This design comes from an exercise in tuning for small area on the open sky130 flow, not from production work. At most, simulation tests tie the RTL to the original design; equivalence was not proved. Function not checked in run 4: the RTL went through the layout flow alone. No activity file was given, so power comes from the tool's default toggle rates.

File: flow/flow/run.sh
#!/bin/bash
# Own layout flow: the standard flow with these changes.
#  1. After the standard synthesis, flow/fixinv.py cleans up polarity: it
#     removes inverters around full-adder cells (a full adder is self-dual, so
#     a cell can take all its inputs and give all its outputs complemented) and
#     swaps gates for their complements (nand2 <-> and2, ...) where that saves
#     area. Registers are untouched.
#  2. Port buffers are the smallest buffer, sky130_fd_sc_hd__buf_1.
# Each tool's output goes to a log of its own in this folder.
set -euo pipefail
R=orfs/results/${FLOW_PLATFORM}/sha256_main_round/base
bash standard.sh "$PWD/$R/1_2_yosys.v" > synth.log 2>&1
cp "$R/1_2_yosys.v" 1_2_yosys.orig.v
python3 flow/fixinv.py 1_2_yosys.orig.v "$R/1_2_yosys.v" > fixinv.log 2>&1
bash standard.sh "BUFFER_PORTS_ARGS=-buffer_cell sky130_fd_sc_hd__buf_1" finish > layout.log 2>&1
File: flow/flow/fixinv.py
#!/usr/bin/env python3
"""Polarity clean-up of a flat, mapped Yosys netlist (sky130hd cells).

Yosys's extract_fa leaves many inverters on the inputs and outputs of the
full-adder cells it places. This pass removes most of them by choosing a
polarity for each cell:
  * a full adder is self-dual, fa(~a, ~b, ~c) = (~sum, ~cout), so the same
    cell can take all its inputs complemented and give complemented outputs;
  * a simple gate can be swapped for its complement with the same pins
    (nand2 <-> and2, a21oi <-> a21o, xor2 <-> xnor2, mux2i <-> mux2, ...),
    which complements its output at a known change of area.
It minimises 3.75 um2 per needed inverter plus the area change of swapped
gates (simulated annealing, then a greedy pass), and then rebuilds the
inverters: one inv_1 per source net that some load needs complemented.
Registers, ports and cells that drive ports keep their polarity.

usage: fixinv.py IN.v OUT.v
"""
import math
import random
import re
import sys
from collections import defaultdict

P = "sky130_fd_sc_hd__"
LIB = "/OpenROAD-flow-scripts/flow/platforms/sky130hd/lib/sky130_fd_sc_hd__tt_025C_1v80.lib"
OUT_PINS = {"X", "Y", "Q", "Q_N", "SUM", "COUT", "HI", "LO"}
INV_AREA = 3.7536

lib = open(LIB).read()
AREA = {m.group(1): float(m.group(2)) for m in re.finditer(
    r'cell\s*\(\s*"?(sky130_fd_sc_hd__\w+)"?\s*\)\s*\{.*?area\s*:\s*([\d.]+)', lib, re.S)}

COMP = {"nand2": "and2", "nor2": "or2", "nand3": "and3", "nor3": "or3", "nand4": "and4",
        "nor4": "or4", "a21oi": "a21o", "o21ai": "o21a", "a22oi": "a22o", "o22ai": "o22a",
        "a211oi": "a211o", "o211ai": "o211a", "a31oi": "a31o", "o31ai": "o31a",
        "a32oi": "a32o", "o32ai": "o32a", "a221oi": "a221o", "o221ai": "o221a",
        "xor2": "xnor2", "mux2i": "mux2", "nand2b": "and2b", "nor2b": "or2b",
        "a21boi": "a21bo", "o21bai": "o21ba", "xor3": "xnor3", "a2bb2oi": "a2bb2o",
        "o2bb2ai": "o2bb2a", "a311oi": "a311o", "o311ai": "o311a", "a2111oi": "a2111o",
        "o2111ai": "o2111a", "a41oi": "a41o", "o41ai": "o41a", "nand4b": "and4b",
        "nor4b": "or4b", "nand3b": "and3b", "nor3b": "or3b"}
COMP.update({v: k for k, v in list(COMP.items())})


def out_pin_of(cell):
    i = lib.index('cell ("' + cell + '")')
    j = lib.find('\n    cell (', i + 10)
    names = re.findall(r'\n\s+pin\s*\(\s*"?(\w+)"?\s*\)', lib[i:j if j > 0 else len(lib)])
    outs = [p for p in names if p in ("X", "Y")]
    assert len(outs) == 1, cell
    return outs[0]


def comp_cell(t):
    m = re.match(P + r"(\w+?)_(\d+)$", t)
    if not m or m.group(1) not in COMP:
        return None
    for sz in (m.group(2), "1", "2", "0"):
        c = P + COMP[m.group(1)] + "_" + sz
        if c in AREA:
            return c
    return None


src = open(sys.argv[1]).read()
m = re.search(r"^module\s+(\w+)\s*\((.*?)\);", src, re.S | re.M)
body_start = m.end()
endm = src.rindex("endmodule")

ports = {}
for d, w, names in re.findall(r"^\s*(input|output)\s+(\[\d+:\d+\])?\s*([^;]+);", src, re.M):
    for n in names.split(","):
        ports[n.strip()] = (d, w)
port_nets = set()
for n, (d, w) in ports.items():
    if not w:
        port_nets.add(n)
    else:
        hi, lo = map(int, w[1:-1].split(":"))
        port_nets.update(f"{n}[{i}]" for i in range(min(hi, lo), max(hi, lo) + 1))

cell_re = re.compile(r"^\s*(" + P + r"\w+)\s+(\S+)\s*\((.*?)\);\s*$", re.S | re.M)
pin_re = re.compile(r"\.(\w+)\(\s*(.*?)\s*\)\s*(?:,|$)", re.S)
text = src[body_start:endm]
cells = []
other = []
pos = 0
for cm in cell_re.finditer(text):
    other.append(text[pos:cm.start()])
    pos = cm.end()
    cells.append([cm.group(1), cm.group(2), {p: n.strip() for p, n in pin_re.findall(cm.group(3))}])
other.append(text[pos:])
if any(re.search(r"\bassign\b", o) for o in other):
    sys.exit("fixinv: netlist has assign statements; not handled")
assert all(not o.strip() for o in other[1:]), "text between cells"

driver = {}
for i, (t, name, pins) in enumerate(cells):
    for p, n in pins.items():
        if p in OUT_PINS and n:
            driver[n] = (i, p)

is_inv = [t.startswith(P + "inv_") for t, _, _ in cells]
removable = [is_inv[i] and cells[i][2].get("Y") not in port_nets and bool(cells[i][2].get("A"))
             for i in range(len(cells))]


def trace(net):
    par = 0
    for _ in range(100):
        d = driver.get(net)
        if d is None or not removable[d[0]]:
            return net, par
        net = cells[d[0]][2]["A"]
        par ^= 1
    sys.exit("fixinv: inverter loop")


loads = []  # (cell, pin, root, parity)
for i, (t, name, pins) in enumerate(cells):
    if removable[i]:
        continue
    for p, n in pins.items():
        if p in OUT_PINS or not n or n.startswith("1'"):
            continue
        r, par = trace(n)
        loads.append((i, p, r, par))

# variables: fa cells (flip inputs and outputs) and complementable gates
var_kind = {}
var_delta = {}
comp_to = {}
for i, (t, name, pins) in enumerate(cells):
    if removable[i]:
        continue
    outs = [n for p, n in pins.items() if p in OUT_PINS]
    if any(n in port_nets for n in outs):
        continue
    if t.startswith(P + "fa_"):
        var_kind[i] = "fa"
        var_delta[i] = 0.0
    elif t.startswith(P + "inv_") or t.startswith(P + "buf_"):
        continue
    else:
        c = comp_cell(t)
        op = [p for p in pins if p in OUT_PINS]
        if c and len(op) == 1 and op[0] in ("X", "Y"):
            var_kind[i] = "gate"
            var_delta[i] = AREA[c] - AREA[t]
            comp_to[i] = c
f = defaultdict(int)


def phys(r):
    d = driver.get(r)
    if d is None or d[0] not in var_kind:
        return 0
    return f[d[0]]


by_root = defaultdict(list)
for k, (i, p, r, par) in enumerate(loads):
    by_root[r].append(k)
touch = defaultdict(set)
for k, (i, p, r, par) in enumerate(loads):
    if var_kind.get(i) == "fa":
        touch[i].add(r)
for i in var_kind:
    for p, n in cells[i][2].items():
        if p in OUT_PINS and n:
            touch[i].add(n)


def root_cost(r):
    ph = phys(r)
    for k in by_root.get(r, ()):
        i, p, _, par = loads[k]
        fc = f[i] if var_kind.get(i) == "fa" else 0
        if par ^ fc ^ ph:
            return INV_AREA
    return 0.0


def var_cost(i):
    return sum(root_cost(r) for r in touch[i]) + (var_delta[i] if f[i] else 0.0)


before = sum(1 for x in removable if x)
vars_ = sorted(var_kind)
rng = random.Random(1)
cur = sum(root_cost(r) for r in by_root)
best = cur
best_f = dict(f)
n_iter = 300 * max(1, len(vars_))
for step in range(n_iter):
    T = 2.0 * (1 - step / n_iter) + 0.05
    i = vars_[rng.randrange(len(vars_))]
    old = var_cost(i)
    f[i] ^= 1
    d = var_cost(i) - old
    if d <= 0 or rng.random() < math.exp(-d / T):
        cur += d
        if cur < best - 1e-9:
            best = cur
            best_f = dict(f)
    else:
        f[i] ^= 1
f = defaultdict(int, best_f)
improved = True
while improved:
    improved = False
    for i in vars_:
        old = var_cost(i)
        f[i] ^= 1
        if var_cost(i) < old - 1e-9:
            improved = True
        else:
            f[i] ^= 1

# rebuild
keep = [i for i in range(len(cells)) if not removable[i]]
idx = {i: j for j, i in enumerate(keep)}
new_cells = [[cells[i][0], cells[i][1], dict(cells[i][2])] for i in keep]
n_swap = 0
for i in keep:
    if var_kind.get(i) == "gate" and f[i]:
        c = new_cells[idx[i]]
        old_op = [p for p in c[2] if p in OUT_PINS][0]
        c[0] = comp_to[i]
        c[2][out_pin_of(comp_to[i])] = c[2].pop(old_op)
        n_swap += 1
new_wires = []
inv_of = {}


def inv_net(r):
    if r not in inv_of:
        k = len(inv_of) + 1
        w = f"_fixinv_{k}_"
        new_wires.append(w)
        new_cells.append([P + "inv_1", f"_fixinv_c{k}_", {"A": r, "Y": w}])
        inv_of[r] = w
    return inv_of[r]


for (i, p, r, par) in loads:
    fc = f[i] if var_kind.get(i) == "fa" else 0
    new_cells[idx[i]][2][p] = inv_net(r) if par ^ fc ^ phys(r) else r

nflip = sum(1 for i in var_kind if var_kind[i] == "fa" and f[i])
sys.stderr.write(f"fixinv: {before} removable inverters -> {len(inv_of)}; flipped {nflip} fa cells;"
                 f" swapped {n_swap} gates for their complements\n")

out = [src[:body_start], other[0]]
out += [f"  wire {w};\n" for w in new_wires]
for t, name, pins in new_cells:
    pl = ",\n".join(f"    .{p}({n} )" for p, n in pins.items())
    out.append(f"  {t} {name} (\n{pl}\n  );\n")
out.append("\nendmodule\n")
open(sys.argv[2], "w").write("".join(out))
File: flow/standard.sh
#!/bin/bash
# synth_recipe.tcl (not shown) runs the flow's synth.tcl, then flattens the netlist and writes it again
# the make line also repeats each setting of config.mk as NAME=value (left out here)
make -C /OpenROAD-flow-scripts/flow DESIGN_CONFIG=/design/flow/config.mk WORK_HOME=/design/flow/orfs CLKGATE_MAP_FILE= SYNTH_SCRIPT=/design/flow/synth_recipe.tcl "${@:-finish}"
File: flow/config.mk
export PLATFORM = sky130hd
export DESIGN_NAME = sha256_main_round
export DESIGN_NICKNAME = sha256_main_round
export VERILOG_FILES = /design/flow/design.v
export SDC_FILE = /design/flow/constraint.sdc
export NUM_CORES = 4
export LEC_CHECK = 0
export CAP_MARGIN = 20
export CORE_MARGIN = 2
export CORE_UTILIZATION = 72
export CTS_BUF_LIST = sky130_fd_sc_hd__clkbuf_8
export CTS_CLUSTER_DIAMETER = 70
export CTS_CLUSTER_SIZE = 14
export SETUP_SLACK_MARGIN = 0.15
export SLEW_MARGIN = 20
export TNS_END_PERCENT = 5
File: flow/constraint.sdc
create_clock -name core_clock -period 8.0 [get_ports {clk}]
set_input_delay 1.6000 -clock core_clock [delete_from_list [all_inputs] [get_ports {clk}]]
set_output_delay 1.6000 -clock core_clock [all_outputs]
set_load 0.01 [all_outputs]
File: flow/design.v
package sha256_pkg;
    localparam logic [255:0] IV = 256'h6a09e667_bb67ae85_3c6ef372_a54ff53a_510e527f_9b05688c_1f83d9ab_5be0cd19;
    function automatic logic [31:0] k_twohot(input logic [7:0] lo, input logic [7:0] hi);
        k_twohot[0] = (hi[0] & (lo[1] | lo[2] | lo[3] | lo[4] | lo[5] | lo[7])) |
            (hi[1] & (lo[1] | lo[3] | lo[6])) |
            (hi[2] & (lo[0] | lo[4])) |
            (hi[3] & (lo[1] | lo[3] | lo[4] | lo[5] | lo[6] | lo[7])) |
            (hi[4] & (lo[0] | lo[3] | lo[5] | lo[7])) |
            (hi[5] & (lo[0] | lo[1] | lo[3] | lo[4] | lo[6])) |
            (hi[6] & (lo[3] | lo[4] | lo[6] | lo[7])) |
            (hi[7] & (lo[1] | lo[5] | lo[6]));
        k_twohot[1] = (hi[0] & (lo[2] | lo[4])) |
            (hi[1] & (lo[2] | lo[3] | lo[5] | lo[6])) |
            (hi[2] & (lo[1] | lo[2] | lo[4] | lo[5] | lo[7])) |
            (hi[3] & (lo[0] | lo[3] | lo[4] | lo[5] | lo[7])) |
            (hi[4] & (lo[3] | lo[5] | lo[6])) |
            (hi[5] & (lo[1] | lo[3])) |
            (hi[6] & (lo[0] | lo[4] | lo[5] | lo[6] | lo[7])) |
            (hi[7] & (lo[0] | lo[1] | lo[4] | lo[5] | lo[6] | lo[7]));
        k_twohot[2] = (hi[0] & (lo[2] | lo[3] | lo[6] | lo[7])) |
            (hi[1] & (lo[2] | lo[4] | lo[5] | lo[6] | lo[7])) |
            (hi[2] & (lo[1] | lo[2] | lo[3] | lo[4] | lo[6])) |
            (hi[3] & (lo[1] | lo[3] | lo[5] | lo[7])) |
            (hi[4] & (lo[0] | lo[2] | lo[4] | lo[6] | lo[7])) |
            (hi[5] & (lo[5] | lo[6])) |
            (hi[6] & (lo[0] | lo[2] | lo[3] | lo[6])) |
            (hi[7] & (lo[0] | lo[1] | lo[2] | lo[6]));
        k_twohot[3] = (hi[0] & (lo[0] | lo[2] | lo[4])) |
            (hi[1] & (lo[0] | lo[2] | lo[5])) |
            (hi[2] & (lo[3] | lo[4] | lo[5] | lo[6] | lo[7])) |
            (hi[3] & (lo[1] | lo[2])) |
            (hi[4] & (lo[1] | lo[2] | lo[5] | lo[6])) |
            (hi[5] & (lo[1] | lo[4])) |
            (hi[6] & (lo[1] | lo[2] | lo[5] | lo[6])) |
            (hi[7] & (lo[0] | lo[1] | lo[3] | lo[4] | lo[5]));
        k_twohot[4] = (hi[0] & (lo[0] | lo[1] | lo[4] | lo[5] | lo[7])) |
            (hi[1] & (lo[0] | lo[2] | lo[4] | lo[5] | lo[7])) |
            (hi[2] & (lo[6] | lo[7])) |
            (hi[3] & (lo[0] | lo[4] | lo[6])) |
            (hi[4] & (lo[1] | lo[2] | lo[3] | lo[4] | lo[5])) |
            (hi[5] & (lo[2] | lo[4] | lo[7])) |
            (hi[6] & (lo[0] | lo[3] | lo[4] | lo[7])) |
            (hi[7] & (lo[2] | lo[4] | lo[6] | lo[7]));
        k_twohot[5] = (hi[0] & (lo[3] | lo[5] | lo[6])) |
            (hi[1] & (lo[2] | lo[4] | lo[5] | lo[6] | lo[7])) |
            (hi[2] & (lo[4] | lo[5])) |
            (hi[3] & (lo[1] | lo[4] | lo[7])) |
            (hi[4] & (lo[1] | lo[2] | lo[5] | lo[6])) |
            (hi[5] & (lo[0] | lo[2] | lo[3] | lo[5] | lo[7])) |
            (hi[6] & (lo[3] | lo[4] | lo[7])) |
            (hi[7] & (lo[0] | lo[1] | lo[4] | lo[5] | lo[6] | lo[7]));
        k_twohot[6] = (hi[0] & (lo[2] | lo[4] | lo[5] | lo[7])) |
            (hi[1] & (lo[3] | lo[4] | lo[5] | lo[7])) |
            (hi[2] & (lo[0] | lo[2] | lo[3] | lo[4] | lo[6] | lo[7])) |
            hi[3] |
            (hi[4] & (lo[2] | lo[4])) |
            (hi[5] & (lo[1] | lo[2] | lo[7])) |
            (hi[6] & (lo[2] | lo[5] | lo[6] | lo[7])) |
            (hi[7] & (lo[0] | lo[1] | lo[4] | lo[5] | lo[6] | lo[7]));
        k_twohot[7] = (hi[0] & (lo[0] | lo[1] | lo[2] | lo[3] | lo[5] | lo[6] | lo[7])) |
            (hi[1] & (lo[0] | lo[2] | lo[3] | lo[5] | lo[6])) |
            (hi[2] & (lo[0] | lo[1] | lo[2] | lo[3] | lo[5] | lo[6] | lo[7])) |
            (hi[3] & (lo[2] | lo[3] | lo[4])) |
            (hi[4] & (lo[0] | lo[2] | lo[5] | lo[7])) |
            (hi[5] & (lo[0] | lo[3] | lo[6])) |
            (hi[6] & (lo[3] | lo[4] | lo[7])) |
            (hi[7] & (lo[0] | lo[4] | lo[5] | lo[6] | lo[7]));
        k_twohot[8] = (hi[0] & (lo[0] | lo[2] | lo[3] | lo[5])) |
            (hi[1] & (lo[1] | lo[2] | lo[3] | lo[4] | lo[5] | lo[7])) |
            (hi[2] & (lo[0] | lo[1] | lo[2] | lo[3] | lo[6])) |
            (hi[3] & (lo[0] | lo[2] | lo[3] | lo[4] | lo[5] | lo[6] | lo[7])) |
            (hi[4] & (lo[1] | lo[2] | lo[3] | lo[4] | lo[6])) |
            (hi[5] & (lo[2] | lo[3] | lo[6])) |
            (hi[6] & (lo[0] | lo[2] | lo[7])) |
            (hi[7] & (lo[1] | lo[4] | lo[6]));
        k_twohot[9] = (hi[0] & (lo[0] | lo[2] | lo[3] | lo[4] | lo[6] | lo[7])) |
            (hi[1] & (lo[0] | lo[1] | lo[6])) |
            (hi[2] & (lo[1])) |
            (hi[3] & (lo[1] | lo[2] | lo[3] | lo[4] | lo[6])) |
            (hi[4] & (lo[0] | lo[4] | lo[5])) |
            (hi[5] & (lo[1] | lo[2] | lo[5])) |
            (hi[6] & (lo[2] | lo[5] | lo[6] | lo[7])) |
            (hi[7] & (lo[0] | lo[1] | lo[3] | lo[4] | lo[6]));
        k_twohot[10] = (hi[0] & (lo[0] | lo[1] | lo[7])) |
            (hi[1] & (lo[2] | lo[3] | lo[4] | lo[6])) |
            (hi[2] & (lo[1] | lo[2] | lo[4] | lo[5])) |
            (hi[3] & (lo[1] | lo[2] | lo[3])) |
            (hi[4] & (lo[2] | lo[3] | lo[7])) |
            (hi[5] & (lo[1] | lo[5] | lo[6])) |
            (hi[6] & (lo[1] | lo[2] | lo[3] | lo[4] | lo[7])) |
            (hi[7] & (lo[4] | lo[5]));
        k_twohot[11] = (hi[0] & (lo[0] | lo[2] | lo[3] | lo[7])) |
            (hi[1] & (lo[0] | lo[1] | lo[3] | lo[4])) |
            (hi[2] & (lo[0] | lo[2] | lo[4] | lo[6] | lo[7])) |
            (hi[3] & (lo[3] | lo[4] | lo[7])) |
            (hi[4] & (lo[0] | lo[2] | lo[3] | lo[5] | lo[6] | lo[7])) |
            (hi[5] & (lo[0] | lo[2] | lo[4])) |
            (hi[6] & (lo[1] | lo[3] | lo[4] | lo[5] | lo[6] | lo[7])) |
            (hi[7] & (lo[2] | lo[4] | lo[5] | lo[7]));
        k_twohot[12] = (hi[0] & (lo[2] | lo[3] | lo[5] | lo[7])) |
            (hi[1] & (lo[1] | lo[3] | lo[4] | lo[5] | lo[7])) |
            (hi[2] & (lo[2])) |
            (hi[3] & (lo[0] | lo[3] | lo[5])) |
            (hi[4] & (lo[4])) |
            (hi[5] & (lo[3] | lo[6])) |
            (hi[6] & (lo[2] | lo[3])) |
            (hi[7] & (lo[2] | lo[4] | lo[7]));
        k_twohot[13] = (hi[0] & (lo[0] | lo[2])) |
            (hi[1] & (lo[0] | lo[3] | lo[5] | lo[7])) |
            (hi[2] & (lo[0] | lo[3] | lo[4] | lo[6])) |
            (hi[3] & (lo[2] | lo[3] | lo[6] | lo[7])) |
            (hi[4] & (lo[1] | lo[2] | lo[4] | lo[7])) |
            (hi[5] & (lo[0] | lo[1] | lo[4] | lo[6] | lo[7])) |
            (hi[6] & (lo[1] | lo[2] | lo[3] | lo[5] | lo[7])) |
            (hi[7] & (lo[1] | lo[2] | lo[4] | lo[5] | lo[6] | lo[7]));
        k_twohot[14] = (hi[0] & (lo[1] | lo[2] | lo[3] | lo[4] | lo[7])) |
            (hi[1] & (lo[1] | lo[3] | lo[4] | lo[7])) |
            (hi[2] & (lo[0] | lo[1])) |
            (hi[3] & (lo[0] | lo[1] | lo[3] | lo[6])) |
            (hi[4] & (lo[2] | lo[4] | lo[6])) |
            (hi[5] & (lo[0] | lo[1] | lo[3] | lo[4])) |
            (hi[6] & (lo[0] | lo[1] | lo[2] | lo[6] | lo[7])) |
            (hi[7] & (lo[1] | lo[2] | lo[4] | lo[5] | lo[7]));
        k_twohot[15] = (hi[0] & (lo[2] | lo[3] | lo[4] | lo[6])) |
            (hi[1] & (lo[0] | lo[2] | lo[5] | lo[7])) |
            (hi[2] & (lo[2] | lo[3] | lo[5] | lo[6] | lo[7])) |
            (hi[3] & (lo[1] | lo[5])) |
            (hi[4] & (lo[6])) |
            (hi[5] & (lo[0] | lo[2] | lo[4] | lo[7])) |
            (hi[6] & (lo[0] | lo[3] | lo[5] | lo[6])) |
            (hi[7] & (lo[0] | lo[4] | lo[6]));
        k_twohot[16] = (hi[0] & (lo[1] | lo[3] | lo[5] | lo[6])) |
            (hi[1] & (lo[0] | lo[1] | lo[2] | lo[7])) |
            (hi[2] & (lo[0] | lo[2] | lo[4] | lo[7])) |
            (hi[3] & (lo[1] | lo[2] | lo[3] | lo[5] | lo[7])) |
            (hi[4] & (lo[0] | lo[1])) |
            (hi[5] & (lo[0] | lo[2] | lo[5])) |
            (hi[6] & (lo[1])) |
            (hi[7] & (lo[0] | lo[1] | lo[3] | lo[6] | lo[7]));
        k_twohot[17] = (hi[0] & (lo[0] | lo[1] | lo[4] | lo[6])) |
            (hi[1] & (lo[0] | lo[1] | lo[4] | lo[5] | lo[7])) |
            (hi[2] & (lo[0] | lo[1])) |
            (hi[3] & (lo[0] | lo[2] | lo[5] | lo[6])) |
            (hi[4] & (lo[0] | lo[1] | lo[4] | lo[5] | lo[6] | lo[7])) |
            (hi[5] & (lo[0] | lo[1] | lo[2] | lo[4] | lo[6] | lo[7])) |
            (hi[6] & (lo[1] | lo[7])) |
            (hi[7] & (lo[0] | lo[3] | lo[4]));
        k_twohot[18] = (hi[0] & (lo[1] | lo[3] | lo[4] | lo[6] | lo[7])) |
            (hi[1] & (lo[0] | lo[3] | lo[4] | lo[5] | lo[6])) |
            (hi[2] & (lo[1] | lo[3] | lo[5])) |
            (hi[3] & (lo[0] | lo[5])) |
            (hi[4] & (lo[0] | lo[2])) |
            (hi[5] & (lo[0] | lo[3] | lo[6])) |
            (hi[6] & (lo[0] | lo[1] | lo[4] | lo[6] | lo[7])) |
            (hi[7] & (lo[0] | lo[1] | lo[3] | lo[4]));
        k_twohot[19] = (hi[0] & (lo[0] | lo[6] | lo[7])) |
            (hi[1] & (lo[3] | lo[4] | lo[5] | lo[6] | lo[7])) |
            (hi[2] & (lo[0] | lo[1] | lo[3] | lo[4] | lo[7])) |
            (hi[3] & (lo[0] | lo[3] | lo[6] | lo[7])) |
            (hi[4] & (lo[1] | lo[2] | lo[3] | lo[4] | lo[5])) |
            (hi[5] & (lo[0] | lo[1] | lo[2] | lo[3] | lo[5] | lo[6] | lo[7])) |
            (hi[6] & (lo[2] | lo[4] | lo[5] | lo[6] | lo[7])) |
            (hi[7] & (lo[0] | lo[2] | lo[4] | lo[6]));
        k_twohot[20] = (hi[0] & (lo[1] | lo[3] | lo[4] | lo[5] | lo[6] | lo[7])) |
            (hi[1] & (lo[2] | lo[4] | lo[5] | lo[6] | lo[7])) |
            (hi[2] & (lo[0] | lo[1] | lo[5] | lo[6] | lo[7])) |
            (hi[3] & (lo[0] | lo[1] | lo[3])) |
            (hi[4] & (lo[0] | lo[1] | lo[3] | lo[7])) |
            (hi[5] & (lo[0] | lo[1] | lo[4] | lo[5])) |
            (hi[6] & (lo[1] | lo[3] | lo[4] | lo[5] | lo[6])) |
            (hi[7] & (lo[4] | lo[5] | lo[6] | lo[7]));
        k_twohot[21] = (hi[0] & (lo[1] | lo[3] | lo[5] | lo[6])) |
            (hi[1] & (lo[2] | lo[4])) |
            (hi[2] & (lo[1] | lo[4] | lo[5] | lo[6] | lo[7])) |
            (hi[3] & (lo[0] | lo[1] | lo[4] | lo[5] | lo[7])) |
            (hi[4] & (lo[0] | lo[2] | lo[3] | lo[5] | lo[7])) |
            (hi[5] & (lo[0] | lo[3] | lo[7])) |
            (hi[6] & (lo[0] | lo[1] | lo[3] | lo[7])) |
            (hi[7] & (lo[1] | lo[4] | lo[6] | lo[7]));
        k_twohot[22] = (hi[0] & (lo[2] | lo[4] | lo[5])) |
            (hi[1] & (lo[5] | lo[6])) |
            (hi[2] & (lo[2] | lo[4] | lo[5] | lo[7])) |
            (hi[3] & (lo[3] | lo[4] | lo[6])) |
            (hi[4] & (lo[5] | lo[6] | lo[7])) |
            (hi[5] & (lo[2] | lo[3] | lo[7])) |
            (hi[6] & (lo[2] | lo[5])) |
            (hi[7] & (lo[2] | lo[3] | lo[5] | lo[6] | lo[7]));
        k_twohot[23] = (hi[0] & (lo[0] | lo[2] | lo[3] | lo[5])) |
            (hi[1] & (lo[1] | lo[4] | lo[5] | lo[6] | lo[7])) |
            (hi[2] & (lo[0] | lo[1] | lo[2] | lo[4] | lo[6] | lo[7])) |
            (hi[3] & (lo[4] | lo[5] | lo[6])) |
            (hi[4] & (lo[0] | lo[6])) |
            (hi[5] & (lo[0] | lo[4] | lo[5])) |
            (hi[6] & (lo[0] | lo[3] | lo[5] | lo[6])) |
            (hi[7] & (lo[0] | lo[1] | lo[2] | lo[3] | lo[4] | lo[6]));
        k_twohot[24] = (hi[0] & (lo[1] | lo[2] | lo[3] | lo[4] | lo[5] | lo[7])) |
            (hi[1] & (lo[3] | lo[6] | lo[7])) |
            (hi[2] & (lo[1] | lo[2] | lo[4])) |
            (hi[3] & (lo[3] | lo[5])) |
            (hi[4] & (lo[0] | lo[2] | lo[3] | lo[4] | lo[6])) |
            (hi[5] & (lo[3] | lo[4])) |
            (hi[6] & (lo[0] | lo[2] | lo[4] | lo[6]));
        k_twohot[25] = (hi[0] & (lo[0] | lo[6] | lo[7])) |
            (hi[1] & (lo[1] | lo[4] | lo[6])) |
            (hi[2] & (lo[1] | lo[2] | lo[5] | lo[7])) |
            (hi[3] & (lo[3] | lo[4] | lo[6])) |
            (hi[4] & (lo[0] | lo[1] | lo[3] | lo[5] | lo[7])) |
            (hi[5] & (lo[0] | lo[2] | lo[3] | lo[5])) |
            (hi[6] & (lo[1] | lo[2] | lo[5] | lo[6])) |
            (hi[7] & (lo[6] | lo[7]));
        k_twohot[26] = (hi[0] & (lo[2])) |
            (hi[1] & (lo[2] | lo[3])) |
            (hi[2] & (lo[0] | lo[1] | lo[2] | lo[3] | lo[4] | lo[6] | lo[7])) |
            (hi[3] & (lo[3] | lo[4] | lo[5] | lo[6] | lo[7])) |
            (hi[4] & (lo[0] | lo[1] | lo[2] | lo[4] | lo[5])) |
            (hi[5] & (lo[3] | lo[5] | lo[6])) |
            (hi[6] & (lo[1] | lo[2] | lo[3] | lo[5])) |
            (hi[7] & (lo[0] | lo[2] | lo[3] | lo[5] | lo[6] | lo[7]));
        k_twohot[27] = (hi[0] & (lo[3] | lo[4] | lo[5] | lo[7])) |
            (hi[1] & (lo[0] | lo[6])) |
            (hi[2] & (lo[1] | lo[2] | lo[4] | lo[5] | lo[6])) |
            (hi[3] & (lo[0] | lo[1] | lo[3])) |
            (hi[4] & (lo[1] | lo[2])) |
            (hi[5] & (lo[1])) |
            (hi[6] & (lo[0] | lo[1] | lo[4] | lo[5] | lo[6] | lo[7])) |
            (hi[7] & (lo[1] | lo[3] | lo[6]));
        k_twohot[28] = (hi[0] & (lo[1] | lo[2] | lo[4] | lo[5] | lo[6])) |
            (hi[1] & (lo[0] | lo[1] | lo[3] | lo[4] | lo[6])) |
            (hi[2] & (lo[6] | lo[7])) |
            (hi[3] & (lo[0] | lo[2] | lo[3] | lo[5] | lo[7])) |
            (hi[4] & (lo[3] | lo[5] | lo[7])) |
            (hi[5] & (lo[4] | lo[5] | lo[6] | lo[7])) |
            (hi[6] & (lo[0] | lo[1] | lo[3] | lo[4] | lo[6])) |
            (hi[7] & (lo[0] | lo[1] | lo[4] | lo[6]));
        k_twohot[29] = (hi[0] & (lo[1] | lo[2] | lo[3] | lo[4] | lo[7])) |
            (hi[1] & (lo[2] | lo[4])) |
            (hi[2] & (lo[0] | lo[1] | lo[3] | lo[4] | lo[7])) |
            (hi[3] & (lo[1] | lo[2] | lo[3])) |
            (hi[4] & (lo[0] | lo[1] | lo[4] | lo[5])) |
            (hi[5] & (lo[0] | lo[1] | lo[6])) |
            (hi[6] & (lo[2] | lo[3] | lo[4] | lo[7])) |
            (hi[7] & (lo[0] | lo[1] | lo[5] | lo[6]));
        k_twohot[30] = (hi[0] & (lo[0] | lo[1] | lo[3] | lo[5])) |
            (hi[1] & (lo[0] | lo[3] | lo[4] | lo[7])) |
            (hi[2] & (lo[0] | lo[1] | lo[5] | lo[6] | lo[7])) |
            (hi[3] & (lo[4] | lo[5])) |
            (hi[4] & (lo[2] | lo[3] | lo[4] | lo[5])) |
            (hi[5] & (lo[2] | lo[3] | lo[4] | lo[5] | lo[6])) |
            (hi[6] & (lo[5] | lo[6] | lo[7])) |
            (hi[7] & (lo[0] | lo[1] | lo[7]));
        k_twohot[31] = (hi[0] & (lo[2] | lo[3] | lo[6] | lo[7])) |
            (hi[1] & (lo[0] | lo[5] | lo[6] | lo[7])) |
            (hi[2] & (lo[0] | lo[1])) |
            (hi[3] & (lo[0] | lo[1] | lo[2] | lo[3] | lo[4] | lo[5])) |
            (hi[4] & (lo[6] | lo[7])) |
            (hi[5] & (lo[0] | lo[1] | lo[2] | lo[3] | lo[4] | lo[5] | lo[6])) |
            (hi[7] & (lo[2] | lo[3] | lo[4] | lo[5] | lo[6] | lo[7]));
    endfunction
    function automatic logic [31:0] big_sigma0(input logic [31:0] x);
        big_sigma0 = {x[1:0], x[31:2]} ^ {x[12:0], x[31:13]} ^ {x[21:0], x[31:22]};
    endfunction
    function automatic logic [31:0] big_sigma1(input logic [31:0] x);
        big_sigma1 = {x[5:0], x[31:6]} ^ {x[10:0], x[31:11]} ^ {x[24:0], x[31:25]};
    endfunction
    function automatic logic [31:0] ch(input logic [31:0] x, input logic [31:0] y,
                                       input logic [31:0] z);
        ch = (x & y) | (~x & z);
    endfunction
    function automatic logic [31:0] maj(input logic [31:0] x, input logic [31:0] y,
                                        input logic [31:0] z);
        maj = (x & y) | (x & z) | (y & z);
    endfunction
    function automatic logic [63:0] csa(input logic [31:0] x, input logic [31:0] y,
                                        input logic [31:0] z);
        logic [31:0] s;
        logic [31:0] c;
        s = x ^ y ^ z;
        c = (x & y) | (x & z) | (y & z);
        csa = {s, c[30:0], 1'b0};
    endfunction
    function automatic logic [31:0] add_bk(input logic [31:0] x, input logic [31:0] y);
        logic [31:0] p;
        logic [31:0] gg;
        logic [31:0] pp;
        p  = x ^ y;
        gg = x & y;
        pp = p;
        for (int d = 1; d < 32; d = d * 2) begin
            for (int i = 2 * d - 1; i < 32; i = i + 2 * d) begin
                gg[i] = gg[i] | (pp[i] & gg[i - d]);
                pp[i] = pp[i] & pp[i - d];
            end
        end
        for (int d = 8; d >= 1; d = d / 2) begin
            for (int i = 3 * d - 1; i < 32; i = i + 2 * d) begin
                gg[i] = gg[i] | (pp[i] & gg[i - d]);
                pp[i] = pp[i] & pp[i - d];
            end
        end
        add_bk = p ^ {gg[30:0], 1'b0};
    endfunction
endpackage
module sha256_round_comb
(
    input  logic [31:0] a,
    input  logic [31:0] b,
    input  logic [31:0] c,
    input  logic [31:0] d,
    input  logic [31:0] e,
    input  logic [31:0] f,
    input  logic [31:0] g,
    input  logic [31:0] h,
    input  logic [31:0] k_t,
    input  logic [31:0] w_t,
    output logic [31:0] a_n,
    output logic [31:0] e_n
);
    logic [63:0] r1, r2, r3, re, ra1, ra2;
    assign r1  = sha256_pkg::csa(h, sha256_pkg::big_sigma1(e), sha256_pkg::ch(e, f, g));
    assign r2  = sha256_pkg::csa(r1[63:32], r1[31:0], k_t);
    assign r3  = sha256_pkg::csa(r2[63:32], r2[31:0], w_t);
    assign re  = sha256_pkg::csa(r3[63:32], r3[31:0], d);
    assign ra1 = sha256_pkg::csa(r3[63:32], r3[31:0], sha256_pkg::big_sigma0(a));
    assign ra2 = sha256_pkg::csa(ra1[63:32], ra1[31:0], sha256_pkg::maj(a, b, c));
    assign e_n = sha256_pkg::add_bk(re[63:32], re[31:0]);
    assign a_n = sha256_pkg::add_bk(ra2[63:32], ra2[31:0]);
endmodule
module sha256_add_ci
#(
    parameter int B = 11
) (
    input  logic [31:0] x,
    input  logic [31:0] y,
    output logic [31:0] s
);
    always_comb begin
        logic [31:0] s0;
        logic        c;
        logic        cb;
        logic        pp;
        cb = 1'b0;
        for (int lo = 0; lo < 32; lo = lo + B) begin
            c = 1'b0;
            for (int i = lo; i < lo + B && i < 32; i++) begin
                s0[i] = x[i] ^ y[i] ^ c;
                c     = (x[i] & y[i]) | (x[i] & c) | (y[i] & c);
            end
            pp = 1'b1;
            for (int i = lo; i < lo + B && i < 32; i++) begin
                s[i] = s0[i] ^ (cb & pp);
                pp   = pp & s0[i];
            end
            cb = c | (cb & pp);
        end
    end
endmodule
module sha256_main_round
(
    input  logic         clk,
    input  logic         reset_n,
    input  logic         msg_init,
    input  logic         w_vld,
    input  logic [5:0]   w_cnt,
    input  logic [31:0]  Wt,
    output logic         busy,
    output logic         blk_done,
    output logic         seq_err,
    output logic [255:0] digest
);
    logic         st_round;    
    logic         st_update;   
    logic [7:0]   cnt_lo;      
    logic [7:0]   cnt_hi;      
    logic         hvld;
    logic [255:0] hreg;
    logic [255:0] work;
    logic         accept;
    logic         last;
    logic [255:0] hcur;
    logic [255:0] hsum;
    logic [255:0] src;
    logic [31:0]  a_n, e_n;
    assign accept = w_vld && !msg_init && !st_update && cnt_lo[w_cnt[2:0]] && cnt_hi[w_cnt[5:3]];
    assign last   = accept && cnt_lo[7] && cnt_hi[7];
    assign hcur = hvld ? hreg : sha256_pkg::IV;
    assign src  = (st_round || st_update) ? work : hcur;
    for (genvar i = 0; i < 8; i++) begin : g_hadd
        sha256_add_ci #(.B(11)) u_add (
            .x (hcur[32*i +: 32]),
            .y (work[32*i +: 32] & {32{st_update}}),
            .s (hsum[32*i +: 32])
        );
    end
    sha256_round_comb u_round (
        .a   (src[255:224]),
        .b   (src[223:192]),
        .c   (src[191:160]),
        .d   (src[159:128]),
        .e   (src[127:96]),
        .f   (src[95:64]),
        .g   (src[63:32]),
        .h   (src[31:0]),
        .k_t (sha256_pkg::k_twohot(cnt_lo, cnt_hi)),
        .w_t (Wt),
        .a_n (a_n),
        .e_n (e_n)
    );
    always_ff @(posedge clk or negedge reset_n) begin
        if (!reset_n) begin
            st_round  <= 1'b0;
            st_update <= 1'b0;
            cnt_lo    <= 8'd1;
            cnt_hi    <= 8'd1;
            hvld      <= 1'b0;
            blk_done  <= 1'b0;
            seq_err   <= 1'b0;
        end else begin
            st_round  <= !msg_init && (st_round ? !last : accept);
            st_update <= !msg_init && last;
            blk_done  <= last;
            hvld      <= !msg_init;
            if (msg_init) begin
                cnt_lo  <= 8'd1;
                cnt_hi  <= 8'd1;
                seq_err <= 1'b0;
            end else begin
                if (accept) begin   
                    cnt_lo <= {cnt_lo[6:0], cnt_lo[7]};
                    if (cnt_lo[7]) cnt_hi <= {cnt_hi[6:0], cnt_hi[7]};
                end
                if (w_vld && !accept) seq_err <= 1'b1;
            end
        end
    end
    always_ff @(posedge clk) begin
        hreg <= hsum;
        if (accept) work <= {a_n, src[255:160], e_n, src[127:32]};
    end
    assign busy   = st_round || st_update;
    assign digest = hcur;
endmodule
==> metrics.cfg, run 1 <==
[outcome]
outcome = complete, no violations

[floorplan]
initial_core_util_pct = 72.9
row_count = 84
ios = 301
dieArea_um2 = 55100
fp.dieH_um = 235
core_area_um2 = 52700
die_w_um = 235

[setup_path]
critPathLaunchType = flop
r2r_slack_ns = 0.18
crit_buf_inv = 3
crit_family = adder cells
cp.arrival_ns = 8.30
cpMostUsedCell = fa_1
crit_chain = buf_12 > buf_12 > nand2_1 > o21ai_0 > buf_4 > mux2_1 > fa_1 > fa_1 > fa_1 > fa_1 > fa_1 > ha_1 > a21oi_1 > o21a_1 > o21ai_0 > a211oi_2 > o31a_1 > o21ai_1 > fa_1 > xnor2_1 > xnor2_1 > xnor2_1 > xnor3_1
worst-path-max-fanout = 43
cp-startpoint = hvld$_DFF_PN0_
cp.required_ns = 8.48
rr_worst_depth = 23
reg2reg_to = work[255]$_DFFE_PP_
slowest_stage = dfrtp_4
endpoint_kind = flop
regToRegStartpoint = hvld$_DFF_PN0_
critPathMaxStageDelay_ns = 0.59
path_class = flop to flop

[drt]
vias = 30600
routed_wirelength_um = 133000
dr.first_iter.drc_count = 4525
drc = 0
wl_per_cell_um = 28.7
ant_nets = 0
dr.pass1.iters = 8
vias_per_cell = 6.60

[worst_hold_path]
worstHoldPathType = flop to flop
hold_depth = 2
min_to = seq_err$_DFFE_PN0P_
min_from = seq_err$_DFFE_PN0P_

[sta]
tns_ns = 0
setup_violations = 0
slew_viol_final = 0
rsz0062_at_grt = true
hold_viol = 0
max_freq_ghz = 0.128
slew_headroom_pct = 24.1
fin_crit_ns = 7.82
worst_pin_slew_ns = 1.14
worst_clock_skew_ns = 0.0540
finalCritPeriodShare_pct = 97.7
worst_slack_ns = 0.182

[logic_synthesis]
syn_nets = 4166
netlist_area_um2 = 38400
ys_warn_count = 3
synth_cells = 3586
syn_area_per_cell_um2 = 10.7

[cts]
cts_buffers = 45
cts_root_buf = clkbuf_8
cts_tree = built
clkSlewWorstSetupHoldPaths_ns = 0.10
hold_buffers = 0
clk_latency_ns = 0.75
h-tree-depth = 2
cts_max_path_buffers = 3
cts_sinks = 533

[grt]
grt-ovfl-total = 0
grt_max_degree = 155
antenna_found_initial = 9
grt.total_usage_pct = 47.9
grt_pass1_vias = 30700
grt_pass1_wl_um = 195000

[placed_design]
dp_hpwl_um = 104000
gp_congestion = 1.13
numPortBuffers = 300
dp_slack_ns = -0.0991

[power]
max-vdd-ir-drop_uv = 163
p_per_area_nw_per_um2 = 127
power_leakage_uw = 0.0173
p_total_uw = 5330

[layout]
syn2layout_area_growth_pct = 9.11
nets = 4487
drive_gt1_share_pct = 7.72
post-route-util_pct = 79.5

[job]
cap_viol_max_count = 0

==> worst reg2reg max path: stages, from the launching register on <==
cell and delay [ns]:
dfrtp_4 0.59, buf_12 0.27, buf_12 0.25, nand2_1 0.15
o21ai_0 0.50, buf_4 0.21, mux2_1 0.33, fa_1 0.50
fa_1 0.59, fa_1 0.50, fa_1 0.57, fa_1 0.43
ha_1 0.34, a21oi_1 0.24, o21a_1 0.15, o21ai_0 0.08
a211oi_2 0.25, o31a_1 0.20, o21ai_1 0.12, fa_1 0.45
xnor2_1 0.20, xnor2_1 0.16, xnor2_1 0.16, xnor3_1 0.33
==> state kept, by name, summed over array words and instances (netlist names) <==
name and cells:
cnt_lo 8, hvld 1, blk_done 1, hreg 256
work 256, st_round 1, st_update 1, cnt_hi 8
seq_err 1
==> where the power goes <==
part           switching, uW  internal, uW
Clock                   1010           597
Sequential              3.74          2880
Combinational            507           333
==> through the flow <==
| stage | instance area (um^2) | hold slack [ns] | cells |
|---|---|---|---|
| after CTS | 41800 | 0.533 | 4627 |
| after floorplan | 38400 | 0.454 | 3586 |
| after global placement | 40900 | 0.478 | 4545 |
| after global routing | 41800 | 0.573 | 4628 |
| final | 41900 | 0.523 | 4635 |
| after detailed placement | 40900 | 0.512 | 4545 |
==> layout by cell type (no fill, tap or decap), types with 103 or more instances in the layout <==
cell	n
fa_1	434
buf_4	127
buf_1	299
nor2_1	129
nand2_1	401
nand2b_1	108
xor2_1	135
inv_1	346
dfxtp_1	256
o21ai_0	155
ha_1	103
edfxtp_1	256
and2_1	224
xnor2_1	177
==> routing by layer <==
layer  up-vias  wire (um)  track usage, %
met5         -         80               0
met4         6       8620            24.1
met3       580      21500            19.7
met2      2689      56600            68.8
met1     14900      46300            62.9
li1      12400          -               -
==> worst max-delay path by stage <==
stage / cells past startpoint / endpoint
after global placement: 24 / work[255]$_DFFE_PP_
after detailed placement: 24 / work[255]$_DFFE_PP_
after floorplan: 24 / work[255]$_DFFE_PP_
final: 23 / work[255]$_DFFE_PP_
after CTS: 25 / work[255]$_DFFE_PP_
after global routing: 27 / work[255]$_DFFE_PP_
==> area by class of cell <==
| class | instances | area, um^2 |
|---|---|---|
| multi-input combinational | 2566 | 23200 |
| sequential | 533 | 13300 |
| fill | 3055 | 10800 |
| timing repair buffer | 438 | 2330 |
| inverter | 323 | 1220 |
| tap | 688 | 861 |
| clock buffer | 48 | 661 |
| clock inverter | 32 | 179 |
| antenna | 7 | 17.5 |
==> what timing repair did <==
item	4_1_cts	5_1_grt
pin swaps	0	1
cloned	1	1
gates resized for setup	4	10
buffers inserted	1	0
endpoints found under the setup margin	1	5
==> inputs of run 2 (changes only) <==
--- a/flow/config.mk
+++ b/flow/config.mk
@@ -11,6 +11,6 @@
 export CTS_BUF_LIST = sky130_fd_sc_hd__clkbuf_8
 export CTS_CLUSTER_DIAMETER = 70
 export CTS_CLUSTER_SIZE = 14
+export GPL_ROUTABILITY_DRIVEN = 0
 export SETUP_SLACK_MARGIN = 0.15
 export SLEW_MARGIN = 20
-export TNS_END_PERCENT = 5
==> run 2 against run 1 <==
Via count fell by 3.1%. Non-clock buffer count fell by 8. Critical path depth rose by 1. Die area did not move. Area after synthesis did not move. Final cell count fell by 0.13%. Fmax rose by 1.4%. Combinational power fell by 3.3%. Synthesized cell count did not move. Critical path type unchanged. Critical endpoint unchanged. Highest routed layer unchanged.
==> metrics.cfg, run 2 <==
[drt]
dr.first_iter.drc_count = 4723
dr.pass1.iters = 15
drc = 0
routed_wirelength_um = 122000
ant_nets = 0
wl_per_cell_um = 26.3
vias = 29600
vias_per_cell = 6.40

[floorplan]
ios = 301
dieArea_um2 = 55100
initial_core_util_pct = 72.9
core_area_um2 = 52700
die_w_um = 235
fp.dieH_um = 235
row_count = 84

[cts]
cts_max_path_buffers = 3
cts_root_buf = clkbuf_8
clk_latency_ns = 0.70
h-tree-depth = 2
cts_buffers = 46
clkSlewWorstSetupHoldPaths_ns = 0.10
cts_tree = built
cts_sinks = 533

[layout]
largestRegisters = hreg: 256 flops, work: 256 flops
final_cell_mix = fa_1, nand2_1, inv_1
syn2layout_area_growth_pct = 9.27
final_common_cell = fa_1
post-route-util_pct = 79.6
drive_gt1_share_pct = 7.77
nets = 4480

[logic_synthesis]
syn_nets = 4166
ys_warn_count = 3
netlist_area_um2 = 38400
synth_cells = 3586
syn_area_per_cell_um2 = 10.7

[sta]
worst_clock_skew_ns = 0.0333
slew_viol_final = 0
tns_ns = 0
setup_violations = 0
fin_crit_ns = 7.71
worst_slack_ns = 0.287
max_freq_ghz = 0.130
slew_headroom_pct = 23.8
worst_pin_slew_ns = 1.14
rsz0062_at_grt = false
hold_viol = 0
finalCritPeriodShare_pct = 96.4

[grt]
grt_pass1_wl_um = 181000
grt.total_usage_pct = 43.9
antenna_found_initial = 9
grt_pass1_vias = 29300
grt-ovfl-total = 0
grt_max_degree = 174

[setup_path]
cp.arrival_ns = 8.16
cp.required_ns = 8.45
worst-path-max-fanout = 12
path_class = flop to flop
critPathLaunchType = flop
endpoint_kind = flop

[outcome]
outcome = complete, no violations

[placed_design]
numPortBuffers = 300
dp_hpwl_um = 97100
dp_slack_ns = 0.168

[power]
power_leakage_uw = 0.0173
max-vdd-ir-drop_uv = 148
p_per_area_nw_per_um2 = 127

[worst_hold_path]
worstHoldPathType = flop to flop

[job]
cap_viol_max_count = 0

-- run 2: stage by stage --
step                std cells  instance area, um^2  total power (uW)  hold slack, ns
floorplan                3586                38400              3420           0.454
global placement         4530                40800              3680           0.481
detailed placement       4530                40800              3700           0.487
CTS                      4616                41700              5280           0.509
global route             4626                41900              5460           0.561
finish                   4629                41900              5330           0.509
-- run 2: final timing paths --
check	start	to	slack (ns)	cells past startpoint
max	hvld$_DFF_PN0_	work[255]$_DFFE_PP_	0.29	24
min	seq_err$_DFFE_PN0P_	seq_err$_DFFE_PN0P_	0.51	2
max reg2reg	hvld$_DFF_PN0_	work[255]$_DFFE_PP_	0.29	24
min reg2reg	seq_err$_DFFE_PN0P_	seq_err$_DFFE_PN0P_	0.51	2
max in group asynchronous	reset_n	st_update$_DFF_PN0_	6.75	1
min in group asynchronous	reset_n	cnt_hi[6]$_DFFE_PN0P_	0.87	1
-- run 2: per-layer routing --
layer / routed length [um] / track usage [%] / part of all wire, %
met5: 48 / 0 / 0.039
met4: 6810 / 18.9 / 5.6
met3: 20000 / 18.5 / 16
met2: 51200 / 62.4 / 42
met1: 43800 / 59.6 / 36
-- run 2: layout make-up --
cell class                      instances  area, um^2
Sequential cell                       533       13300
Multi-Input combinational cell       2566       23300
Inverter                              323        1220
Clock inverter                         39         229
Fill cell                            3381       10700
Timing Repair Buffer                  430        2330
Antenna cell                            3        7.51
Clock buffer                           47         647
Tap cell                              688         861
-- run 2: repair_timing --
| action | 4_1_cts | 5_1_grt |
|---|---|---|
| cloned | 0 | 2 |
| hold buffers | 0 | 0 |
| buffers inserted | 0 | 8 |
| setup endpoints to repair | 1 | 1 |
| pin swaps | 0 | 4 |
| resized for setup | 2 | 30 |
-- run 2: critical path: stages (launching register included) --
cell and delay (ns):
dfrtp_4 0.60, clkbuf_16 0.23, and2_1 0.16, mux2i_1 0.35, inv_1 0.17, mux2_1 0.38
fa_1 0.57, fa_1 0.47, fa_1 0.56, fa_1 0.44, fa_1 0.49, ha_1 0.30
nand2_1 0.07, or3_1 0.41, a211oi_2 0.27, nand2b_1 0.20, a211oi_2 0.09, buf_4 0.16
o31a_1 0.33, o21ai_1 0.20, fa_1 0.22, xnor2_1 0.14, xnor2_1 0.16, xnor2_1 0.17
xnor3_1 0.33
-- run 2: power by group --
part | switching (uW) | total [uW] | internal (uW)
clock network | 1000 | 1630 | 625
logic | 487 | 812 | 325
registers | 3.53 | 2890 | 2880
==> inputs of run 3 (changes only) <==
--- a/flow/config.mk
+++ b/flow/config.mk
@@ -11,6 +11,5 @@
 export CTS_BUF_LIST = sky130_fd_sc_hd__clkbuf_8
 export CTS_CLUSTER_DIAMETER = 70
 export CTS_CLUSTER_SIZE = 14
-export GPL_ROUTABILITY_DRIVEN = 0
 export SETUP_SLACK_MARGIN = 0.15
 export SLEW_MARGIN = 20
==> run 3 against run 2 <==
Non-clock buffer count up 9. Sequential share of layout area about the same. Fmax down 1.7%. Clock skew up 0.015 ns. Critical endpoint unchanged.
==> metrics.cfg, run 3 <==
[layout]
post-route-util_pct = 79.5
final_common_cell = fa_1
n_fill_cell = 3051
nets = 4488
stdcell_count = 4637
multi_input_area_um2 = 23200
largestRegisters = hreg: 256 flops, work: 256 flops
drive_gt1_share_pct = 7.74
final_cell_mix = fa_1, nand2_1, inv_1
seqCellArea_um2 = 13300
syn2layout_area_growth_pct = 9.13

[job]
cap_viol_max_count = 0

[cts]
cts_buffers = 45
cts_sinks = 533
clk_latency_ns = 0.75
cts_tree = built
h-tree-depth = 2
clkSlewWorstSetupHoldPaths_ns = 0.10
cts_max_path_buffers = 3
cts_root_buf = clkbuf_8

[worst_hold_path]
worstHoldPathType = flop to flop
hold_depth = 2

[grt]
grt_pass1_vias = 30700
grt_max_degree = 155
antenna_found_initial = 9
grt-ovfl-total = 0
grt.total_usage_pct = 47.9
grt_pass1_wl_um = 195000

[setup_path]
cp.arrival_ns = 8.33
critPathLaunchType = flop
worst-path-max-fanout = 43
endpoint_kind = flop
path_class = flop to flop
cp.required_ns = 8.48
rr_worst_depth = 23

[floorplan]
ios = 301
row_count = 84
dieArea_um2 = 55100
core_area_um2 = 52700
die_w_um = 235
fp.dieH_um = 235
initial_core_util_pct = 72.9

[drt]
vias = 30700
ant_nets = 0
routed_wirelength_um = 133000
drc = 0
vias_per_cell = 6.62
dr.first_iter.drc_count = 4353
wl_per_cell_um = 28.7
dr.pass1.iters = 9

[logic_synthesis]
syn_nets = 4166
synth_cells = 3586
ys_warn_count = 3
syn_area_per_cell_um2 = 10.7
netlist_area_um2 = 38400

[power]
comb_power_share_pct = 15.8
seqPwrFrac_pct = 54.2
power_leakage_uw = 0.0173
p_sw_share_pct = 28.4
p_total_uw = 5330
p_clk_share_pct = 30.0
p_sw_uw = 1510
p_per_area_nw_per_um2 = 127
p_int_uw = 3820
max-vdd-ir-drop_uv = 163

[sta]
fin_crit_ns = 7.85
slew_headroom_pct = 22.9
worst_pin_slew_ns = 1.16
setup_violations = 0
hold_viol = 0
finalCritPeriodShare_pct = 98.1
whs_ns = 0.523
rsz0062_at_grt = true
slew_viol_final = 0
worst_clock_skew_ns = 0.0478
max_freq_ghz = 0.127

[placed_design]
dp_hpwl_um = 104000
place_inst = 4545
gp_congestion = 1.13
numPortBuffers = 300

[outcome]
outcome = complete, no violations

==> run 3: power groups by stage <==
stage	clock network [uW]	logic [uW]	registers [uW]
final	1600	840	2890
after global routing	1670	886	2890
after CTS	1580	799	2890
after detailed placement	0	775	2950
after global placement	0	765	2950
after floorplan	0	473	2950
==> run 3: layout make-up <==
type                            count  area share [%]
Antenna cell                        8          0.0478
Clock buffer                       48            1.58
Clock inverter                     32           0.427
Inverter                          323            2.91
Multi-Input combinational cell   2566            55.5
Sequential cell                   533            31.9
Tap cell                          688            2.06
Timing Repair Buffer              439            5.59
==> run 3: what timing repair did <==
| item | 4_1_cts | 5_1_grt |
|---|---|---|
| pin swaps | 0 | 2 |
| gates cloned | 1 | 1 |
| resized for setup | 4 | 10 |
| endpoints found under the setup margin | 1 | 5 |
| setup buffers | 1 | 1 |
| hold buffers | 0 | 0 |
==> run 3: critical path: stages (launching register included) <==
cell and delay (ns):
dfrtp_4 0.59, buf_12 0.27, buf_12 0.21, nand2_1 0.15, o21ai_0 0.54, buf_4 0.21
mux2_1 0.33, fa_1 0.50, fa_1 0.59, fa_1 0.50, fa_1 0.57, fa_1 0.43
ha_1 0.34, a21oi_1 0.25, o21a_1 0.15, o21ai_0 0.08, a211oi_2 0.25, o31a_1 0.20
o21ai_1 0.11, fa_1 0.44, xnor2_1 0.20, xnor2_1 0.16, xnor2_1 0.16, xnor3_1 0.32
==> run 3: layer usage <==
metal / global-route usage (%) / routed length (um) / vias up
met5: 0 / 50 / -
met4: 24.1 / 8830 / 6
met3: 19.7 / 21500 / 614
met2: 68.8 / 56500 / 2646
met1: 62.9 / 46200 / 15000
li1: - / - / 12400
==> run 3: worst paths after layout <==
path                                      from               endpoint  slack, ns
setup / recovery                hvld$_DFF_PN0_    work[255]$_DFFE_PP_       0.15
hold / removal             seq_err$_DFFE_PN0P_    seq_err$_DFFE_PN0P_       0.52
setup reg to reg                hvld$_DFF_PN0_    work[255]$_DFFE_PP_       0.15
hold reg to reg            seq_err$_DFFE_PN0P_    seq_err$_DFFE_PN0P_       0.52
max in group asynchronous              reset_n    st_update$_DFF_PN0_       6.75
min in group asynchronous              reset_n  cnt_lo[6]$_DFFE_PN0P_       0.86
==> run 3: through the flow <==
stage / instance area [um^2] / TNS, ns / setup slack, ns
4_1_cts: 41800 / 0 / 0.153
6_report: 41900 / 0 / 0.155
2_1_floorplan: 38400 / 0 / 0.295
5_1_grt: 41800 / -0.0213 / -0.0213
3_3_place_gp: 40900 / -0.0691 / -0.0691
3_5_place_dp: 40900 / -0.0991 / -0.0991
==> inputs of run 4 (changes only) <==
--- a/flow/design.v
+++ b/flow/design.v
@@ -369,6 +369,7 @@
 );
     logic         st_round;    
     logic         st_update;   
+    logic         st_busy;     
     logic [7:0]   cnt_lo;      
     logic [7:0]   cnt_hi;      
     logic         hvld;
@@ -383,7 +384,7 @@
     assign accept = w_vld && !msg_init && !st_update && cnt_lo[w_cnt[2:0]] && cnt_hi[w_cnt[5:3]];
     assign last   = accept && cnt_lo[7] && cnt_hi[7];
     assign hcur = hvld ? hreg : sha256_pkg::IV;
-    assign src  = (st_round || st_update) ? work : hcur;
+    assign src  = st_busy ? work : hcur;
     for (genvar i = 0; i < 8; i++) begin : g_hadd
         sha256_add_ci #(.B(11)) u_add (
             .x (hcur[32*i +: 32]),
@@ -409,6 +410,7 @@
         if (!reset_n) begin
             st_round  <= 1'b0;
             st_update <= 1'b0;
+            st_busy   <= 1'b0;
             cnt_lo    <= 8'd1;
             cnt_hi    <= 8'd1;
             hvld      <= 1'b0;
@@ -417,6 +419,7 @@
         end else begin
             st_round  <= !msg_init && (st_round ? !last : accept);
             st_update <= !msg_init && last;
+            st_busy   <= !msg_init && (st_round ? 1'b1 : accept);
             blk_done  <= last;
             hvld      <= !msg_init;
             if (msg_init) begin
@@ -436,6 +439,6 @@
         hreg <= hsum;
         if (accept) work <= {a_n, src[255:160], e_n, src[127:32]};
     end
-    assign busy   = st_round || st_update;
+    assign busy   = st_busy;
     assign digest = hcur;
 endmodule
==> run 4 against run 3 <==
Via count fell by 0.45%. Die area up 0.43%. Critical path depth increased by 3. Combinational power decreased by 9.6%. Critical path type unchanged. Final area rose by 2.0%. Sequential power about the same. Synthesized cell count is 2.6% lower. Largest cell class unchanged. Final cell count grew 0.26%. Utilization increased by 1.4 points. Count of clock-buffer cells in the layout is 1 lower. Clock skew down 0.011 ns. Highest routed layer unchanged.
==> metrics.cfg, run 4 <==
[outcome]
outcome = complete, no violations

[setup_path]
worst-path-max-fanout = 7
regToRegStartpoint = hvld$_DFF_PN0_
reg2reg_to = work[255]$_DFFE_PP_
slowest_stage = fa_1
rr_worst_depth = 26
endpoint_kind = flop
cp.arrival_ns = 8.27
cp.required_ns = 8.44
r2r_slack_ns = 0.17
critPathLaunchType = flop
cp-startpoint = hvld$_DFF_PN0_
path_class = flop to flop
cpMostUsedCell = fa_1
critPathMaxStageDelay_ns = 0.58

[power]
max-vdd-ir-drop_uv = 131
power_leakage_uw = 0.0173
p_per_area_nw_per_um2 = 123

[grt]
grt_pass1_vias = 31400
grt_max_degree = 158
antenna_found_initial = 9
grt-ovfl-total = 0
grt_pass1_wl_um = 190000
grt.total_usage_pct = 46.0
grtUsageMet1_pct = 56.7
grt.busiest_layer = met2
met3_usage_pct = 12.5
use_met2_pct = 72.9

[drt]
ant_nets = 0
dr.first_iter.drc_count = 4070
drc = 0
vias = 30600
dr.pass1.iters = 8
wl_per_cell_um = 28.1
routed_wirelength_um = 130000
vias_per_cell = 6.57

[sta]
fin_crit_ns = 7.83
rsz0062_at_grt = true
finalCritPeriodShare_pct = 97.9
slew_headroom_pct = 24.2
max_freq_ghz = 0.128
setup_violations = 0
tns_ns = 0
worst_pin_slew_ns = 1.14
worst_clock_skew_ns = 0.0369
slew_viol_final = 0
hold_viol = 0
worst_slack_ns = 0.170

[placed_design]
numPortBuffers = 300
dp_slack_ns = -0.0729
gp_congestion = 1.02
dp_hpwl_um = 97100

[logic_synthesis]
ys_warn_count = 3
syn_area_per_cell_um2 = 11.0
syn_nets = 4071
netlist_area_um2 = 38500
synth_cells = 3491

[layout]
final_common_cell = fa_1
n_fill_cell = 2900
seqCellArea_um2 = 13400
final_cell_mix = fa_1, inv_1, nand2_1
nets = 4497
largestRegisters = hreg: 256 flops, work: 256 flops
syn2layout_area_growth_pct = 10.8
multi_input_area_um2 = 23400
drive_gt1_share_pct = 12.1

[cts]
cts_root_buf = clkbuf_8
clk_latency_ns = 0.70
h-tree-depth = 2
cts_max_path_buffers = 3
hold_buffers = 0
cts_tree = built
clkSlewWorstSetupHoldPaths_ns = 0.09
cts_buffers = 46
cts_sinks = 534

[worst_hold_path]
hold_depth = 2
worstHoldPathType = flop to flop
min_from = seq_err$_DFFE_PN0P_
min_to = seq_err$_DFFE_PN0P_

[floorplan]
row_count = 84
die_w_um = 235
dieArea_um2 = 55400
ios = 301
fp.dieH_um = 235
core_area_um2 = 52800
initial_core_util_pct = 73.0

[job]
cap_viol_max_count = 0

run 4: stage by stage:
step / area (um^2) / cells / util (%) / hold WS (ns) / power, uW
global placement: 41700 / 4549 / 79.0 / 0.445 / 3600
floorplan: 38500 / 3491 / - / 0.429 / 3400
CTS: 42600 / 4635 / 80.7 / 0.506 / 5180
detailed placement: 41700 / 4549 / 79.0 / 0.494 / 3650
finish: 42700 / 4649 / 80.9 / 0.530 / 5260
global route: 42700 / 4643 / 80.9 / 0.531 / 5400
run 4: final cells by class:
class	count	area share, %
clock inverter	39	0.498
tap	688	2.02
inverter	298	2.62
antenna	6	0.0352
clock buffer	47	1.52
multi-input combinational	2499	54.9
sequential	534	31.3
timing repair buffer	538	7.09
run 4: power breakdown:
group | internal [uW] | switching (uW) | total (uW) | leakage (uW)
Combinational | 316 | 443 | 759 | 0.0120
Sequential | 2890 | 2.44 | 2890 | 0.00475
Clock | 595 | 1020 | 1610 | 0.000542
run 4: per-layer routing:
metal / up-vias / share of wire, %
met5: - / 0.057
met4: 10 / 8.1
met3: 735 / 13
met2: 2389 / 45
met1: 15100 / 34
li1: 12400 / -
run 4: how the worst max path moves through the flow:
stage	to	slack, ns
floorplan	work[255]$_DFFE_PP_	0.57
global placement	work[255]$_DFFE_PP_	-0.02
detailed placement	work[255]$_DFFE_PP_	-0.07
CTS	hreg[94]$_DFF_P_	0.17
global route	work[255]$_DFFE_PP_	0.05
finish	work[255]$_DFFE_PP_	0.17
run 4: worst max-delay path, delay by kind of cell (launching register included):
kind	cells	cell delay (ns)
XOR/XNOR	6	1.33
adder cells (fa/ha/maj)	7	3.27
flip-flops	1	0.50
buffers and inverters	3	0.55
AO/OA/AOI/OAI	5	1.09
AND/OR/NAND/NOR	5	0.87
run 4: what timing repair did:
| item | 4_1_cts | 5_1_grt |
|---|---|---|
| cloned | 0 | 0 |
| setup endpoints to repair | 1 | 11 |
| setup buffers | 0 | 8 |
| gates resized for setup | 2 | 10 |
| pin swaps | 0 | 3 |

==> separate check: timing with driven ports <==
Ports are ideal in the flow. The routed layouts listed here were re-timed in OpenROAD. Step 1 (the two cells are an assumption about what drives the block):
set clk [get_ports {clk}]
set_driving_cell -lib_cell sky130_fd_sc_hd__clkbuf_16 $clk
set_driving_cell -lib_cell sky130_fd_sc_hd__buf_2 [delete_from_list [all_inputs] $clk]
Step 2 moves the port delays by t, midway between the first and last clock arrival at a register: inputs arrive t later, outputs are due t later. That takes back most of the time a late clock gives input paths. Three values: ideal ports, drivers, drivers and shift; two values: the first two.
run | t (ns) | slack for setup (ns) | worst setup path at the end | worst slew at a driven data input, ns | cell pins on the clock port's net
run 1 | 0.787 | 0.182 / 0.182 / 0.182 | register to register | 0.06 | 1
run 2 | 0.742 | 0.287 / 0.287 / 0.287 | register to register | 0.05 | 1
run 3 | 0.790 | 0.155 / 0.155 / 0.155 | register to register | 0.05 | 1
run 4 | 0.749 | 0.170 / 0.170 / 0.170 | register to register | 0.06 | 1
After both steps every run listed still meets setup and hold.
